This design comes from an exercise in tuning for small area, a short achievable clock period and few clock cycles per item on the open sky130 flow, not from production work. The RTL was checked by simulation tests, not by an equivalence proof against the original design. Power and IR drop assume default switching activity.

Design bitmap_shape_rasterizer, start of the top module:
module bitmap_shape_rasterizer #(
  parameter int CANVAS_ROWS = 32,
  parameter int CANVAS_COLS = 64
) (
  input  logic              clk,
  input  logic              rst,
  input  logic              cmd_valid,
  output logic              cmd_ready,
  input  logic [2:0]        cmd_func,
  input  logic signed [7:0] cmd_pos_x,
  input  logic signed [7:0] cmd_pos_y,
  input  logic signed [7:0] cmd_end_x,
  input  logic signed [7:0] cmd_end_y,
  input  logic [6:0]        cmd_size_w,
  input  logic [6:0]        cmd_size_h,
  input  logic [6:0]        cmd_radius,
  output logic              rsp_valid,
  input  logic              rsp_ready,
  output logic [4:0]        rsp_row_index,
  output logic [63:0]       rsp_row_bits
);
  logic              a_v, a_last, a_rd, a_clr, a_drw;
  logic [2:0]        a_func;
  logic signed [7:0] a_px, a_py, a_ex, a_ey;
  logic [6:0]        a_w, a_h, a_d, a_k;
  logic [6:0]        g_cur, g_k;
  logic [7:0]        g_err;
  logic              b_v, b_rd, b_clr, b_drw, b_one;
  logic [2:0]        b_func;
  logic signed [7:0] b_px, b_py, b_ex, b_ey;
  logic [6:0]        b_w, b_h, b_r;
  logic              stall;
  logic              acc;
  logic              in_nop, in_rd, in_clr, in_drw, in_circ, in_one;
  logic [5:0]  s1_a0_lo, s1_a0_hp, s1_a1_lo, s1_a1_hp, s1_e_lo, s1_e_hp;
  logic [6:0]  s1_b_lo, s1_b_hp, s1_f0_lo, s1_f0_hp, s1_f1_lo, s1_f1_hp, s1_d_hp;
  logic        s1_clr, s1_rd;
  logic [4:0]  s1_row;
  logic [31:0] s1_rsel;
  logic [5:0]  n_a0_lo, n_a0_hp, n_a1_lo, n_a1_hp, n_e_lo, n_e_hp;
  logic [6:0]  n_b_lo, n_b_hp, n_f0_lo, n_f0_hp, n_f1_lo, n_f1_hp, n_d_hp;
  logic        n_clr, n_rd;
  logic [4:0]  n_row;
  logic        rst_q;
  logic        o_v, k_v;
  logic [4:0]  o_idx, k_idx;
  logic [63:0] o_bits, k_bits;
  logic [63:0] rdata;
  logic        rd_now, o_free;
  assign stall     = k_v;
  assign cmd_ready = !b_v || (!stall && a_last);
  assign acc       = cmd_valid && cmd_ready;
  assign in_rd   = (cmd_func == bsr_pkg::FUNC_READ);
  assign in_nop  = (cmd_func[2:1] == 2'b11) || (in_rd && (cmd_pos_y[7] || (cmd_pos_y[6:5] != 2'b00)));
  assign in_clr  = (cmd_func == bsr_pkg::FUNC_CLEAR);
  ...
clock: 10.0 ns
lec_check: 0
abc_clock_period_in_ps: 4000
cap_margin: 20
core_area: 6 6 634 454
die_area: 0 0 640 460
place_density: 0.55
setup_slack_margin: 5
slew_margin: 20
synth_hierarchical: 1
synth_minimum_keep_size: 0
standard.sh (not shown) runs the stock make flow with config.mk's settings and CLKGATE_MAP_FILE= SYNTH_SCRIPT=/design/flow/synth_recipe.tcl, a recipe that flattens the netlist after the stock synthesis.
==> flow/flow/run.sh <==
#!/bin/bash
# Own layout flow: the standard flow, with the canvas flip-flops placed
# on a regular grid after the floorplan (grid.tcl) and released again after
# global placement (unfix.tcl). The buffers Yosys/ABC insert are removed at
# the floorplan (REMOVE_ABC_BUFFERS) so that placement-aware buffering
# replaces them. Each step's output goes to its own log file.
set -euo pipefail
W=$(pwd)
RES=$W/orfs/results/$FLOW_PLATFORM/bitmap_shape_rasterizer/base
bash standard.sh REMOVE_ABC_BUFFERS=1 floorplan > "$W/log_1_floorplan.txt" 2>&1
GRID_DB=$RES/2_floorplan.odb openroad -no_init -exit "$W/flow/grid.tcl" > "$W/log_2_grid.txt" 2>&1
bash standard.sh REMOVE_ABC_BUFFERS=1 "$RES/3_3_place_gp.odb" > "$W/log_3_place_gp.txt" 2>&1
GRID_DB=$RES/3_3_place_gp.odb openroad -no_init -exit "$W/flow/unfix.tcl" > "$W/log_4_unfix.txt" 2>&1
bash standard.sh REMOVE_ABC_BUFFERS=1 finish > "$W/log_5_finish.txt" 2>&1
==> flow/flow/grid.tcl <==
# Place the 2048 canvas flip-flops on a regular 32 x 64 grid (canvas row r,
# column c) in the top right of the core, fixed, so that global placement
# builds the per-pixel logic around them and row, column and diagonal nets
# run straight. Reads and rewrites the floorplan database given in GRID_DB.
read_db $::env(GRID_DB)
set block [ord::get_db_block]
set pitch_x 19
set pitch_y 4
set flop_w 16

set rows [lsort -command {apply {{a b} {expr {[lindex [$a getOrigin] 1] - [lindex [$b getOrigin] 1]}}}} [$block getRows]]
set nrows [llength $rows]
set row0 [lindex $rows 0]
set site_w [[$row0 getSite] getWidth]
set x_org [lindex [$row0 getOrigin] 0]
set nsites [$row0 getSiteCount]
puts "grid: $nrows rows of $nsites sites, site width $site_w"

# occupancy per row: list of used site flags
array set occ {}
for {set i 0} {$i < $nrows} {incr i} {
  set occ($i) [lrepeat $nsites 0]
}
set ry {}
foreach row $rows { lappend ry [lindex [$row getOrigin] 1] }
foreach inst [$block getInsts] {
  if {![$inst isPlaced]} { continue }
  set bb [$inst getBBox]
  set y [$bb yMin]
  set i [lsearch -exact $ry $y]
  if {$i < 0} { continue }
  set s0 [expr {([$bb xMin] - $x_org) / $site_w}]
  set s1 [expr {([$bb xMax] - $x_org + $site_w - 1) / $site_w}]
  for {set s $s0} {$s < $s1} {incr s} { lset occ($i) $s 1 }
}

set arr_w [expr {64 * $pitch_x}]
set s_start [expr {$nsites - $arr_w - 2}]
set top [expr {$nrows - 2}]

proc free_span {i s w} {
  upvar occ occ
  for {set k 0} {$k < $w} {incr k} {
    if {[lindex $occ($i) [expr {$s + $k}]]} { return 0 }
  }
  return 1
}

set placed 0
foreach inst [$block getInsts] {
  set n [$inst getName]
  if {![regexp {^u_ram\.pix\\?\[([0-9]+)\\?\]} $n -> idx]} { continue }
  set r [expr {$idx / 64}]
  set c [expr {$idx % 64}]
  set base [expr {$top - $pitch_y * ($r + 1) + 1}]
  set sx [expr {$s_start + $c * $pitch_x + 1}]
  set done 0
  foreach dr {1 2 0 3} {
    set i [expr {$base + $dr}]
    foreach dx {0 1 2 -1 3 -2 4 -3 5 -4 6 -5 7 -6 8 -7} {
      set s [expr {$sx + $dx}]
      if {$s < 0 || $s + $flop_w > $nsites} { continue }
      if {[free_span $i $s $flop_w]} {
        set row [lindex $rows $i]
        $inst setOrient [$row getOrient]
        $inst setLocation [expr {$x_org + $s * $site_w}] [lindex $ry $i]
        $inst setPlacementStatus FIRM
        for {set k 0} {$k < $flop_w} {incr k} { lset occ($i) [expr {$s + $k}] 1 }
        set done 1
        incr placed
        break
      }
    }
    if {$done} { break }
  }
  if {!$done} { puts "grid: no place for $n" }
}
puts "grid: placed $placed flops"
write_db $::env(GRID_DB)
Other scripts of this flow, unchanged in this note and not shown: flow/flow/unfix.tcl
The baseline produced a clean layout.
Testbench counts at the start, summed over its fixed seeds: cycles 3,796, items 3,136.
Edit:
--- a/flow/flow/grid.tcl
+++ b/flow/flow/grid.tcl
@@ -5,6 +5,6 @@
 read_db $::env(GRID_DB)
 set block [ord::get_db_block]
-set pitch_x 19
-set pitch_y 4
+set pitch_x 22
+set pitch_y 5
 set flop_w 16
 
Settings changed: CORE_AREA 6 6 634 454 to 6 6 734 554, DIE_AREA 0 0 640 460 to 0 0 740 560, PLACE_DENSITY 0.55 to 0.45.
Outcome: The new run completed without violations; wire length rose by 8.0%; final cell count rose by 10%; synthesized area stays the same; die area rose by 41%; first-iteration DRC count fell by 16%; final area rose by 1.8%; total power rose by 2.2%; global-route usage fell by 9.0 points; sequential cell count is unchanged; worst setup slack is worse by 0.0044 ns; via count fell by 2.0%.

what the ideal ports hide:
No port has a modelled driver above. Below, the same layouts with a new extraction and two added sets of constraints. Step 1 sets driving cells, clkbuf_16 on the clock port and buf_2 on the other inputs (assumed; they add their load-dependent delay and slew). Step 2 also shifts input and output timing later by t, the mid clock arrival at the registers, as if the neighbouring blocks saw the same clock. Slacks: ideal / step 1 / step 2; pairs: ideal / step 1.
| run | t, ns | slack for setup (ns) | worst setup path at the end | worst register clock-pin slew, ns | worst slew at a driven data input, ns |
|---|---|---|---|---|---|
| the first run | 0.972 | 5.113 / 5.113 / 4.657 | input to register | 0.07 / 0.07 | 0.16 |
| the second run | 0.986 | 5.109 / 5.109 / 4.745 | input to register | 0.08 / 0.08 | 0.67 |
After both steps setup and hold are still met in every run listed. The setup slack of the first run, which loses most, moves by 0.000 ns with the drivers and by -0.456 ns with both steps.
